Source: an optimization exercise on an open RTL-to-GDS flow (aim: small area). Production flows keep margins and buffers that such runs may drop.
The RTL was checked by simulation tests, not by an equivalence proof against the original design.
Power is estimated from default activity; no workload was simulated.

$ cat design.v
`default_nettype none
`timescale 1ns/100ps
package uart_proto_pkg;
    localparam logic [7:0] SOF_BYTE  = 8'hA5;   
    localparam logic [7:0] CMD_RESET = 8'hFF;   
    typedef enum logic [1:0] {
        SIZE_BYTE = 2'd0,
        SIZE_HALF = 2'd1,
        SIZE_WORD = 2'd2,
        SIZE_RSVD = 2'd3     
    } size_e;
    typedef struct packed {
        logic       rw;      
        logic       inc;     
        size_e      size;
        logic [3:0] len;     
    } cmd_fields_t;
    typedef enum logic [1:0] {
        FLD_CMD  = 2'd0,
        FLD_ADDR = 2'd1,
        FLD_DATA = 2'd2,
        FLD_CRC  = 2'd3
    } field_e;
endpackage
`default_nettype wire
`default_nettype none
`timescale 1ns/100ps
package parser_status_pkg;
    typedef enum logic [7:0] {
        ST_OK      = 8'h00,
        ST_CRC_ERR = 8'h01,
        ST_CMD_INV = 8'h02      
    } status_e;
    localparam int MAX_DATA_BYTES = 64;
    localparam int DATA_COUNT_W = 7;
endpackage
`default_nettype wire
`default_nettype none
`timescale 1ns/100ps
module uart_frame_parser (
    input  wire          clk,
    input  wire          rst,
    input  wire  [7:0]   rx_data,
    input  wire          rx_valid,
    output logic         rx_ready,
    output logic         frame_valid,
    input  wire          frame_ready,
    output logic [7:0]   frame_cmd,
    output logic [31:0]  frame_addr,
    output logic [511:0] frame_data,
    output logic [6:0]   frame_count,
    output logic [7:0]   frame_status,
    output logic         soft_reset
);
    typedef enum logic [2:0] {
        S_HUNT = 3'd0,
        S_CMD  = 3'd1,
        S_ADDR = 3'd2,
        S_DATA = 3'd3,
        S_CRC  = 3'd4
    } state_t;
    state_t      state;
    logic        done;        
    logic [7:0]  cmd_q;
    logic [7:0]  crc_q;       
    logic [6:0]  cnt_q;       
    logic [31:0] addr_q;
    logic [511:0] data_q;
    logic        accept;
    logic        is_cmd;
    logic [7:0]  crc_next;
    logic        no_data;
    logic [5:0]  last_idx;    
    logic        crc_zero;
    logic        good_reset;
    logic        cmd_inv;
    function automatic logic [7:0] crc8_next(input logic [7:0] crc, input logic [7:0] data);
        logic [7:0] c;
        c = crc ^ data;
        for (int i = 0; i < 8; i++) begin
            c = c[7] ? ((c << 1) ^ 8'h07) : (c << 1);
        end
        crc8_next = c;
    endfunction
    logic        take;
    assign rx_ready = !done || frame_ready;
    assign accept   = rx_valid && rx_ready;
    assign take     = rx_valid;
    assign is_cmd   = (state == S_CMD);
    assign crc_next = crc8_next(is_cmd ? 8'h00 : crc_q, rx_data);
    assign no_data  = cmd_q[7] || (cmd_q[5:4] == 2'd3);
    always_comb begin
        case (cmd_q[5:4])
            2'd0:    last_idx = {2'b00, cmd_q[3:0]};
            2'd1:    last_idx = {1'b0, cmd_q[3:0], 1'b1};
            default: last_idx = {cmd_q[3:0], 2'b11};
        endcase
    end
    assign crc_zero   = (crc_q == 8'h00);
    assign good_reset = (cmd_q == 8'hFF) && crc_zero;
    assign frame_valid  = done && !good_reset;
    assign soft_reset   = done && good_reset;
    assign frame_cmd    = cmd_q;
    assign frame_addr   = addr_q;
    assign frame_data   = data_q;
    assign frame_count  = cnt_q;
    assign cmd_inv      = (cmd_q[5:4] == 2'd3) && (cmd_q != 8'hFF);
    assign frame_status = {6'b0, cmd_inv, !cmd_inv && !crc_zero};
    always_ff @(posedge clk) begin
        if (rst) begin
            state <= S_HUNT;
            done  <= 1'b0;
        end else begin
            if (done && (frame_ready || good_reset)) done <= 1'b0;
            if (state == S_HUNT) begin
                if (accept && rx_data == 8'hA5) state <= S_CMD;
            end else if (take) begin
                case (state)
                    S_CMD:  state <= (rx_data == 8'hFF) ? S_CRC : S_ADDR;
                    S_ADDR: if (cnt_q[1:0] == 2'd3) state <= no_data ? S_CRC : S_DATA;
                    S_DATA: if (cnt_q[5:0] == last_idx) state <= S_CRC;
                    default: begin
                        state <= S_HUNT;
                        done  <= 1'b1;
                    end
                endcase
            end
        end
    end
    always_ff @(posedge clk) begin
        if (take && state != S_HUNT) begin
            crc_q <= crc_next;
            if (is_cmd) cmd_q <= rx_data;
        end
    end
    logic [1:0] cnt_lo;
    logic [4:0] cnt_hi;
    logic       cnt_up;
    assign cnt_up = take && (state == S_ADDR || state == S_DATA);
    assign cnt_lo = cnt_q[1:0] + {1'b0, cnt_up};
    assign cnt_hi = cnt_q[6:2] + {4'b0, cnt_up && (state == S_DATA) && (cnt_q[1:0] == 2'd3)};
    always_ff @(posedge clk) begin
        if (take && is_cmd) cnt_q <= 7'd0;
        else                cnt_q <= {cnt_hi, cnt_lo};
    end
    logic        keep;        
    logic [3:0]  aw;          
    logic [63:0] dw;          
    assign keep = !(take && is_cmd);
    logic [7:0]  drow;
    logic [7:0]  dcol;
    always_comb begin
        for (int i = 0; i < 4; i++)
            aw[i] = take && (state == S_ADDR) && (cnt_q[1:0] == i[1:0]);
        for (int j = 0; j < 8; j++) begin
            drow[j] = take && (state == S_DATA) && (cnt_q[5:3] == j[2:0]);
            dcol[j] = (cnt_q[2:0] == j[2:0]);
        end
        for (int k = 0; k < 64; k++)
            dw[k] = drow[k / 8] && dcol[k % 8];
    end
    always_ff @(posedge clk) begin
        for (int i = 0; i < 4; i++)
            addr_q[8*i +: 8] <= (rx_data & {8{aw[i]}}) | (addr_q[8*i +: 8] & {8{keep}});
        for (int k = 0; k < 64; k++)
            data_q[8*k +: 8] <= (rx_data & {8{dw[k]}}) | (data_q[8*k +: 8] & {8{keep}});
    end
endmodule
`default_nettype wire
$ cat flow/run.sh
#!/bin/bash
# Standard layout, with
#  - the port buffers made of the smallest buffer cell,
#  - over-sized logic gates with few loads downsized after placement resizing,
#  - a clock tree of clkbuf_8 leaves over clusters of about 16 registers, with no dummy loads.
set -euo pipefail
bash standard.sh \
  "BUFFER_PORTS_ARGS=-buffer_cell sky130_fd_sc_hd__buf_1" \
  "POST_RESIZE_TCL=$PWD/flow/downsize.tcl" \
  "CTS_ARGS=-sink_clustering_enable -repair_clock_nets -dont_use_dummy_load -buf_list {sky130_fd_sc_hd__clkbuf_8} -sink_clustering_size 18 -sink_clustering_max_diameter 60" \
  finish > make_finish.log 2>&1
$ cat flow/downsize.tcl
# Sourced after the resize step of placement (POST_RESIZE_TCL).
# Synthesis sizes some logic gates for loads they do not have. Swap each logic
# gate that drives at most 16 pins for the size-1 (or size-0) cell of the same
# function, then let repair_design fix any slew or load it breaks.
# Registers, clock cells and tie cells are left as they are.
set db [ord::get_db]
set n 0
foreach inst [[ord::get_db_block] getInsts] {
  set mname [[$inst getMaster] getName]
  if {![regexp {^(sky130_fd_sc_hd__[a-z0-9]+)_([0-9]+)$} $mname -> base size]} continue
  if {[regexp {df|clk|conb|tap|fill|decap} $base]} continue
  set fanout 0
  foreach it [$inst getITerms] {
    if {[$it isOutputSignal] && [$it getNet] != "NULL"} {
      set fanout [llength [[$it getNet] getITerms]]
    }
  }
  if {$fanout > 16} continue
  foreach s {0 1} {
    if {$s >= $size} break
    set m [$db findMaster ${base}_$s]
    if {$m != "NULL"} {
      if {[$m getWidth] < [[$inst getMaster] getWidth]} {
        replace_cell [$inst getName] ${base}_$s
        incr n
      }
      break
    }
  }
}
puts "downsize.tcl: downsized $n instances"
estimate_parasitics -placement
repair_design_helper
$ cat standard.sh
#!/bin/bash
# synth_recipe.tcl (not shown) runs the flow's synth.tcl, then flattens the netlist and writes it again
# the make line also repeats each setting of config.mk as NAME=value (left out here)
make -C /OpenROAD-flow-scripts/flow DESIGN_CONFIG=/design/flow/config.mk WORK_HOME=/design/flow/orfs CLKGATE_MAP_FILE= SYNTH_SCRIPT=/design/flow/synth_recipe.tcl "${@:-finish}"
$ cat config.mk
export PLATFORM = sky130hd
export DESIGN_NAME = uart_frame_parser
export DESIGN_NICKNAME = uart_frame_parser
export VERILOG_FILES = /design/flow/design.v
export SDC_FILE = /design/flow/constraint.sdc
export NUM_CORES = 4
export LEC_CHECK = 0
export CAP_MARGIN = 20
export CORE_MARGIN = 2
export CORE_UTILIZATION = 69
export SLEW_MARGIN = 20
$ cat constraint.sdc
create_clock -name core_clock -period 8.0 [get_ports {clk}]
set_input_delay 1.6000 -clock core_clock [delete_from_list [all_inputs] [get_ports {clk}]]
set_output_delay 1.6000 -clock core_clock [all_outputs]
set_load 0.01 [all_outputs]
==> results of run 1 <==
-- sequential cells by signal (all words and copies together), names as in the netlist --
register  cells
cnt_q         7
state         3
crc_q         8
cmd_q         8
data_q      512
addr_q       32
done          1
-- cell families (layout without fill, tap and decap cells) --
group                      after synthesis  in the layout  synth area share
other                                    1              8          0.000205
buffers and inverters                  152            632            0.0364
DFF                                    571            571             0.635
adders and majority gates                3              3           0.00206
muxes                                    3              3           0.00164
xor gates and xnor gates                36             36            0.0187
AOI/OAI and AO/OA                      567            567             0.270
and+or+nand+nor                        148            148            0.0367
-- metal layers --
metal,GRT usage,vias up
met5,0,-
met4,0.212,0
met3,0.106,192
met2,0.638,953
met1,0.528,7360
li1,-,6503
-- synth_stat cells (all sizes together) --
cell type / n
a22oi: 1
nand3b: 3
a2111oi: 1
o2111ai: 1
nand3: 10
nor3: 2
a41oi: 1
conb: 1
and3: 1
a31oi: 1
mux2i: 3
clkbuf: 96
nand2b: 1
or2: 1
xnor2: 26
nor3b: 3
edfxtp: 16
or3: 1
nor4: 5
nand4b: 1
a21boi: 1
nor2b: 3
nor2: 85
inv: 8
a21oi: 5
dfxtp: 555
nand2: 21
o221a: 2
o21ai: 6
o31ai: 1
a22o: 544
a21o: 2
buf: 48
ha: 3
or3b: 3
xor2: 10
and2: 4
nand4: 4
o311a: 1
-- placed cells by master, fill, tap and decap left out, drive strengths merged, types with 3 or more instances in the layout --
cell	netlist	layout
o21ai	6	6
ha	3	3
nand3b	3	3
nor4	5	5
dfxtp	555	555
nor2	85	85
or3b	3	3
xnor2	26	26
clkbuf	96	38
mux2i	3	3
nor2b	3	3
nand3	10	10
nor3b	3	3
a21oi	5	5
and2	4	4
nand2	21	21
edfxtp	16	16
conb	1	6
nand4	4	4
a22o	544	544
buf	48	586
xor2	10	10
inv	8	8
-- how the worst max path moves through the flow --
| stage | from | endpoint | slack [ps] |
|---|---|---|---|
| detailed placement | rx_data[7] | crc_q[3] | 3810 |
| floorplan | frame_ready | rx_ready | 4620 |
| CTS | crc_q[6] | soft_reset | 3930 |
| global placement | rx_valid | cmd_q[1] | 4110 |
| global route | crc_q[3] | soft_reset | 3640 |
| finish | crc_q[6] | soft_reset | 3890 |
-- critical path, stage by stage (launching register included) --
cell	delay [ps]
edfxtp_1	500
nor4_1	410
nand4_1	140
nor4_1	420
and2_1	200
buf_1	240
-- area by class of cell --
cell class              count  area [sq um]
flip-flops and latches    571         11600
multi-input cells         763          6000
fillers                  1685          5220
repair buffers            586          2270
clock buffers              38           523
well taps                 335           419
inverters                   8          30.0
diodes                      2          5.00
-- report_power, final --
group,internal (mW),switching [mW],leakage (nW)
Clock,0.430,0.841,0.273
Sequential,2.93,0.0696,4.62
Combinational,0.125,0.296,3.03
-- through the flow --
| step | power [mW] | hold WS, ps | area, sq um | std cells |
|---|---|---|---|---|
| after floorplan | 3.32 | 522 | 18300 | 1486 |
| after global placement | 3.46 | 460 | 20400 | 2263 |
| after detailed placement | 3.47 | 462 | 20300 | 2263 |
| after CTS | 4.66 | 488 | 20800 | 2301 |
| after global routing | 4.81 | 497 | 20800 | 2302 |
| final | 4.69 | 487 | 20800 | 2303 |
==> key figures, run 1 <==
Setup path
  • Worst R2R Setup Slack: 4590 ps
  • CP Capture Type: primary output
  • FF-to-FF Start: state[0]
  • CP Class: reg2out
  • Crit start category: flop
  • Req. time, crit path: 6400 ps
  • Crit path DAT: 2510 ps
  • FF-to-FF End: cmd_q[7]
  • R2R depth: 4
  • Worst Path Max Fanout: 4

Route
  • Post-DRT Antenna Nets: 0
  • Top Layer Used: met4
  • DRC: 0
  • Met3 WL: 6.18 mm
  • Wire length on met1: 22.6 mm
  • Routed wire length: 59.7 mm
  • Met2 wire length: 27.3 mm
  • Routed len/inst: 25.9 um
  • Starting DRC count in detailed routing: 1841
  • Drt first pass iters: 6
  • Vias/cell: 6.52
  • Total number of vias: 15000

Cells and area
  • Final #Nets: 1983
  • P&R area growth vs syn: 14.1%
  • Final core utilization: 0.800
  • Share of layout cells above drive strength 1: 0.0305

GRT
  • Total track usage: 0.409
  • Initial antenna violation count: 1
  • GRT overflow: 0
  • First-pass GRT wire length: 88.9 mm
  • Largest net degree at the start of global routing: 264
  • Vias in the first global route: 13800

Clock network
  • TritonCTS buffer count: 38
  • Sink Count: 571
  • Bufs on Longest Clock Path: 3
  • Postcts setup bufs: 0
  • Resized Gates After CTS: 0
  • Clk slew on worst S/H paths: 110 ps
  • Clock root buffer: clkbuf_8
  • TritonCTS clock tree: built
  • Hold bufs inserted after CTS: 0
  • Clock H-tree levels: 2
  • Worst-Skew Late Latency: 590 ps

Yosys
  • YS warnings: 1
  • Top cell type's share of synthesized area: 0.608
  • Synth Area per Inst: 12.3 sq um
  • Gate count of the mapped netlist: 1481
  • Synthesized flop and latch total: 571
  • Area contributors post-synth: dfxtp_1, a22o_1, edfxtp_1
  • Area of the mapped netlist: 0.0183 sq mm
  • Synth unique cells: 47
  • Post-synth top area cell: dfxtp_1
  • Register area share after synthesis: 0.635

Run
  • Max-cap violations: 0

Floorplanning
  • Die width: 167 um
  • Core area: 0.0261 sq mm
  • Row cnt: 59
  • Initial core utilization: 0.701
  • Total die area: 0.0278 sq mm
  • Die Y: 167 um
  • Top Ports: 582

STA
  • Final setup fails: 0
  • Hold violation total from the final report: 0
  • Setup Skew: 58.1 ps
  • Worst setup margin: 3890 ps
  • Slew @ Worst Pin: 1140 ps
  • Max Slew Vio Count: 0
  • Relative slew slack: 0.241
  • Share of the clock period used by the worst path: 0.514
  • RSZ-0062 raised after global routing: false
  • Minimum clock period: 4110 ps
  • FMAX: 243 MHz
  • Total negative slack: 0 ps

Status
  • Status: timing/DRC/antenna clean

Worst hold path
  • Hold Path Sink: addr_q[21]
  • Hold Path Origin: addr_q[21]
  • Hold Path Stages: 1
  • Min-Delay Path Class: reg2reg

Place
  • Port Buf Inserts: 575
  • GP Congestion: 0.877
  • DPL Wire Length: 39.7 mm
  • Pre-CTS setup slack: 3810 ps

Power
  • Cell Pwr Density: 225 mW/mm^2
  • LEAKAGE: 7.92 nW
  • Max rail drop VDD: 0.199 mV
==> run 2: changes to the inputs <==
--- a/design.v
+++ b/design.v
@@ -52,14 +52,7 @@
     output logic [7:0]   frame_status,
     output logic         soft_reset
 );
-    typedef enum logic [2:0] {
-        S_HUNT = 3'd0,
-        S_CMD  = 3'd1,
-        S_ADDR = 3'd2,
-        S_DATA = 3'd3,
-        S_CRC  = 3'd4
-    } state_t;
-    state_t      state;
+    logic        st_hunt, st_cmd, st_addr, st_data, st_crc;
     logic        done;        
     logic [7:0]  cmd_q;
     logic [7:0]  crc_q;       
@@ -82,11 +75,9 @@
         end
         crc8_next = c;
     endfunction
-    logic        take;
     assign rx_ready = !done || frame_ready;
     assign accept   = rx_valid && rx_ready;
-    assign take     = rx_valid;
-    assign is_cmd   = (state == S_CMD);
+    assign is_cmd   = st_cmd;
     assign crc_next = crc8_next(is_cmd ? 8'h00 : crc_q, rx_data);
     assign no_data  = cmd_q[7] || (cmd_q[5:4] == 2'd3);
     always_comb begin
@@ -106,54 +97,52 @@
     assign frame_count  = cnt_q;
     assign cmd_inv      = (cmd_q[5:4] == 2'd3) && (cmd_q != 8'hFF);
     assign frame_status = {6'b0, cmd_inv, !cmd_inv && !crc_zero};
+    logic addr_end, data_end;
+    assign addr_end = (cnt_q[1:0] == 2'd3);
+    assign data_end = (cnt_q[5:0] == last_idx);
     always_ff @(posedge clk) begin
         if (rst) begin
-            state <= S_HUNT;
-            done  <= 1'b0;
+            st_hunt <= 1'b1;
+            st_cmd  <= 1'b0;
+            st_addr <= 1'b0;
+            st_data <= 1'b0;
+            st_crc  <= 1'b0;
+            done    <= 1'b0;
         end else begin
             if (done && (frame_ready || good_reset)) done <= 1'b0;
-            if (state == S_HUNT) begin
-                if (accept && rx_data == 8'hA5) state <= S_CMD;
-            end else if (take) begin
-                case (state)
-                    S_CMD:  state <= (rx_data == 8'hFF) ? S_CRC : S_ADDR;
-                    S_ADDR: if (cnt_q[1:0] == 2'd3) state <= no_data ? S_CRC : S_DATA;
-                    S_DATA: if (cnt_q[5:0] == last_idx) state <= S_CRC;
-                    default: begin
-                        state <= S_HUNT;
-                        done  <= 1'b1;
-                    end
-                endcase
+            if (accept) begin
+                st_hunt <= (st_hunt && rx_data != 8'hA5) || st_crc;
+                st_cmd  <= st_hunt && rx_data == 8'hA5;
+                st_addr <= (st_cmd && rx_data != 8'hFF) || (st_addr && !addr_end);
+                st_data <= (st_addr && addr_end && !no_data) || (st_data && !data_end);
+                st_crc  <= (st_cmd && rx_data == 8'hFF) || (st_addr && addr_end && no_data)
+                           || (st_data && data_end);
+                if (st_crc) done <= 1'b1;
             end
         end
     end
     always_ff @(posedge clk) begin
-        if (take && state != S_HUNT) begin
-            crc_q <= crc_next;
-            if (is_cmd) cmd_q <= rx_data;
+        if (accept) begin
+            if (!st_hunt) crc_q <= crc_next;
+            if (st_cmd) begin
+                cmd_q <= rx_data;
+                cnt_q <= 7'd0;
+            end
+            if (st_addr) cnt_q[1:0] <= cnt_q[1:0] + 2'd1;
+            if (st_data) cnt_q <= cnt_q + 7'd1;
         end
-    end
-    logic [1:0] cnt_lo;
-    logic [4:0] cnt_hi;
-    logic       cnt_up;
-    assign cnt_up = take && (state == S_ADDR || state == S_DATA);
-    assign cnt_lo = cnt_q[1:0] + {1'b0, cnt_up};
-    assign cnt_hi = cnt_q[6:2] + {4'b0, cnt_up && (state == S_DATA) && (cnt_q[1:0] == 2'd3)};
-    always_ff @(posedge clk) begin
-        if (take && is_cmd) cnt_q <= 7'd0;
-        else                cnt_q <= {cnt_hi, cnt_lo};
     end
     logic        keep;        
     logic [3:0]  aw;          
     logic [63:0] dw;          
-    assign keep = !(take && is_cmd);
+    assign keep = !(accept && is_cmd);
     logic [7:0]  drow;
     logic [7:0]  dcol;
     always_comb begin
         for (int i = 0; i < 4; i++)
-            aw[i] = take && (state == S_ADDR) && (cnt_q[1:0] == i[1:0]);
+            aw[i] = accept && st_addr && (cnt_q[1:0] == i[1:0]);
         for (int j = 0; j < 8; j++) begin
-            drow[j] = take && (state == S_DATA) && (cnt_q[5:3] == j[2:0]);
+            drow[j] = accept && st_data && (cnt_q[5:3] == j[2:0]);
             dcol[j] = (cnt_q[2:0] == j[2:0]);
         end
         for (int k = 0; k < 64; k++)
==> flow/run.sh (replaced) <==
#!/bin/bash
# Standard layout, with the port buffers made of the smallest buffer cell
# and a clock tree of clkbuf_8 leaves over clusters of about 16 registers,
# with no dummy loads.
set -euo pipefail
bash standard.sh \
  "BUFFER_PORTS_ARGS=-buffer_cell sky130_fd_sc_hd__buf_1" \
  "CTS_ARGS=-sink_clustering_enable -repair_clock_nets -dont_use_dummy_load -buf_list {sky130_fd_sc_hd__clkbuf_8} -sink_clustering_size 16 -sink_clustering_max_diameter 50" \
  finish > make_finish.log 2>&1
--- a/config.mk
+++ b/config.mk
@@ -5,7 +5,8 @@
 export SDC_FILE = /design/flow/constraint.sdc
 export NUM_CORES = 4
 export LEC_CHECK = 0
+export ABC_AREA = 1
 export CAP_MARGIN = 20
 export CORE_MARGIN = 2
-export CORE_UTILIZATION = 69
+export CORE_UTILIZATION = 65
 export SLEW_MARGIN = 20
removed: flow/downsize.tcl
==> key figures, run 2 <==
Cells and area
  • Final core utilization: 0.743
  • Largest reg by FF count: data_q
  • Commonest non-fill, non-tap cells in the layout: nand2_1, buf_1, dfxtp_1, o21ai_0, o21ai_1
  • Commonest non-fill, non-tap cell in the layout: nand2_1
  • Finished layout cell area: 0.0213 sq mm
  • P&R area growth vs syn: 12.9%
  • Regs by FF count: data_q (512), addr_q (32)
  • Final #Nets: 2592
  • Share of layout cells above drive strength 1: 0.0334
  • ANT cells: 0
  • Multi-input gate area: 0.00605 sq mm
  • Total area of sequential cells: 0.0117 sq mm
  • Max reg flops: 512
  • Fill count: 2303

GRT
  • GRT overflow: 0
  • Total track usage: 0.386
  • Vias in the first global route: 15100
  • Met3 Use GR: 0.0954
  • First-pass GRT wire length: 91.3 mm
  • GRT met1 Usage: 0.474
  • GR peak layer: met2
  • Largest net degree at the start of global routing: 248
  • GR Util met2: 0.636
  • Initial antenna violation count: 0

Floorplanning
  • Die Y: 174 um
  • Core area: 0.0286 sq mm
  • Row cnt: 62
  • Top Ports: 582
  • Total die area: 0.0304 sq mm
  • Initial core utilization: 0.658
  • Die width: 174 um

Clock network
  • Resized Gates After CTS: 0
  • Clk slew on worst S/H paths: 90 ps
  • Bufs on Longest Clock Path: 3
  • TritonCTS buffer count: 44
  • Sink Count: 573
  • Worst-Skew Late Latency: 590 ps
  • Postcts setup bufs: 0
  • Clock root buffer: clkbuf_8
  • Hold bufs inserted after CTS: 0
  • TritonCTS clock tree: built
  • Clock H-tree levels: 2

Route
  • Post-DRT Antenna Nets: 0
  • Starting DRC count in detailed routing: 1667
  • Drt first pass iters: 7
  • Routed len/inst: 20.8 um
  • Vias/cell: 5.65
  • DRC: 0
  • Routed wire length: 61.5 mm
  • Total number of vias: 16700

Place
  • Port Buf Inserts: 575
  • Area post-placement: 0.0207 sq mm
  • GP Congestion: 0.942
  • DPL Wire Length: 41.9 mm

STA
  • Minimum clock period: 3910 ps
  • Setup Skew: 48.5 ps
  • Final setup fails: 0
  • Relative slew slack: 0.302
  • RSZ-0062 raised after global routing: false
  • Share of the clock period used by the worst path: 0.488
  • Hold violation total from the final report: 0
  • Max Slew Vio Count: 0
  • Total negative slack: 0 ps
  • Slew @ Worst Pin: 1040 ps
  • FMAX: 256 MHz

Setup path
  • Req. time, crit path: 6400 ps
  • CP Class: reg2out
  • Worst Path Max Fanout: 3
  • Crit path DAT: 2310 ps
  • CP Capture Type: primary output
  • Crit start category: flop
  • FF-to-FF Start: done
  • Worst setup path start: crc_q[4]

Yosys
  • Top post-synthesis cells by count: nand2_1, dfxtp_1, o21ai_0, buf_6, clkbuf_1
  • Top-count cell post-synth: nand2_1
  • Area of the mapped netlist: 0.0188 sq mm
  • Gate count of the mapped netlist: 2064
  • Area contributors post-synth: dfxtp_1, nand2_1, o21ai_0
  • Synthesized flop and latch total: 573
  • Synth unique cells: 31
  • Post-synth top area cell: dfxtp_1
  • Register area share after synthesis: 0.621
  • Commonest register cell after synthesis: dfxtp_1
  • Post-synth EDFFs: 23
  • Top cell type's share of synthesized area: 0.584
  • Post-synthesis async set-or-reset flop share: 0
  • Synth Area per Inst: 9.13 sq um
  • YS warnings: 1

Power
  • LEAKAGE: 7.58 nW
  • Power share of the sequential group: 0.665
  • Cell Pwr Density: 203 mW/mm^2
  • Combinational share of power: 0.024
  • Switching share of power: 0.217
  • Max rail drop VDD: 0.156 mV
  • Psw: 0.941 mW
  • Clk pwr share: 0.311
  • Int Power: 3.39 mW

Worst hold path
  • Hold Path Origin: data_q[195]
  • Min-Delay Path Class: reg2reg

Run
  • Max-cap violations: 0

Status
  • Status: timing/DRC/antenna clean
-- run 2: area by class of cell --
| type | instances | share of cell area |
|---|---|---|
| flip-flops and latches | 573 | 0.550 |
| multi-input cells | 1326 | 0.284 |
| repair buffers | 586 | 0.106 |
| clock buffers | 44 | 0.0285 |
| well taps | 384 | 0.0226 |
| inverters | 43 | 0.00841 |
-- run 2: path summary, 6_finish.rpt --
| check | cells past startpoint | slack, ps | endpoint |
|---|---|---|---|
| worst max-delay path | 7 | 4090 | soft_reset |
| worst min-delay path | 2 | 460 | data_q[195] |
| worst max register to register | 7 | 5290 | data_q[292] |
| worst min register to register | 2 | 460 | data_q[195] |
-- run 2: worst max-delay path, cell delays in order (launching register included) --
cell and delay [ps]:
edfxtp_1 410, nor2_1 120, nand2_1 70, nor3_1 140, nor3b_1 530, nand2_1 140, nor2_1 120, buf_1 190
-- run 2: logic make-up (layout without fill, tap and decap cells) --
logic type	count (synthesis)	in the layout	share of synthesized area
compound gates	563	563	0.150
xor+xnor	24	24	0.0128
fa+ha+maj	6	6	0.00399
buf+inv	170	673	0.0589
flops	573	573	0.621
other cells	1	6	0.000199
simple gates	727	727	0.153
-- run 2: stage by stage --
stage	std cells	setup WS [ps]	hold WS [ps]	total power, mW
after global routing	2956	3890	479	4.44
after global placement	2912	3700	436	3.04
after floorplan	2069	4660	446	3.00
after CTS	2956	4070	462	4.33
after detailed placement	2912	3590	443	3.04
final	2956	4090	460	4.33
-- run 2: per-layer routing --
| metal | part of all wire | vias to the layer above |
|---|---|---|
| met3 | 0.098 | 164 |
| li1 | - | 7705 |
| met2 | 0.47 | 865 |
| met4 | 0.054 | 0 |
| met5 | 0 | - |
| met1 | 0.37 | 7973 |
-- run 2: power by group through the flow --
stage | clock network (mW) | registers, mW | logic (mW)
3_5_place_dp | 0 | 2.94 | 0.0994
2_1_floorplan | 0 | 2.95 | 0.0547
4_1_cts | 1.36 | 2.88 | 0.100
5_1_grt | 1.46 | 2.88 | 0.107
3_3_place_gp | 0 | 2.94 | 0.0983
6_report | 1.35 | 2.88 | 0.103

## afterwards: timing with drivers on the ports
How much do the figures lean on ideal ports? The routed layouts below were timed once more, with nothing changed but the port constraints. Step 1 assumes that a clkbuf_16 drives the clock port and a buf_2 every other input. Step 2 times the ports against the registers' clock, not the clock port: input delays grow and output delays shrink by t, the midpoint of the rising clock arrivals with the driver on. Slacks: no drivers / after step 1 / after step 2; pairs: no drivers / after step 1.
run | shift t [ns] | setup WS [ns] | clock arrival spread, ns
run 1 | 0.611 | 3.888 / 3.837 / 3.759 | 0.064 / 0.064
run 2 | 0.619 | 4.093 / 4.039 / 3.891 | 0.049 / 0.049
After both steps every run listed still meets setup and hold. For run 2, which loses most, drivers alone change the setup slack by -0.054 ns; drivers and shift together by -0.202 ns.
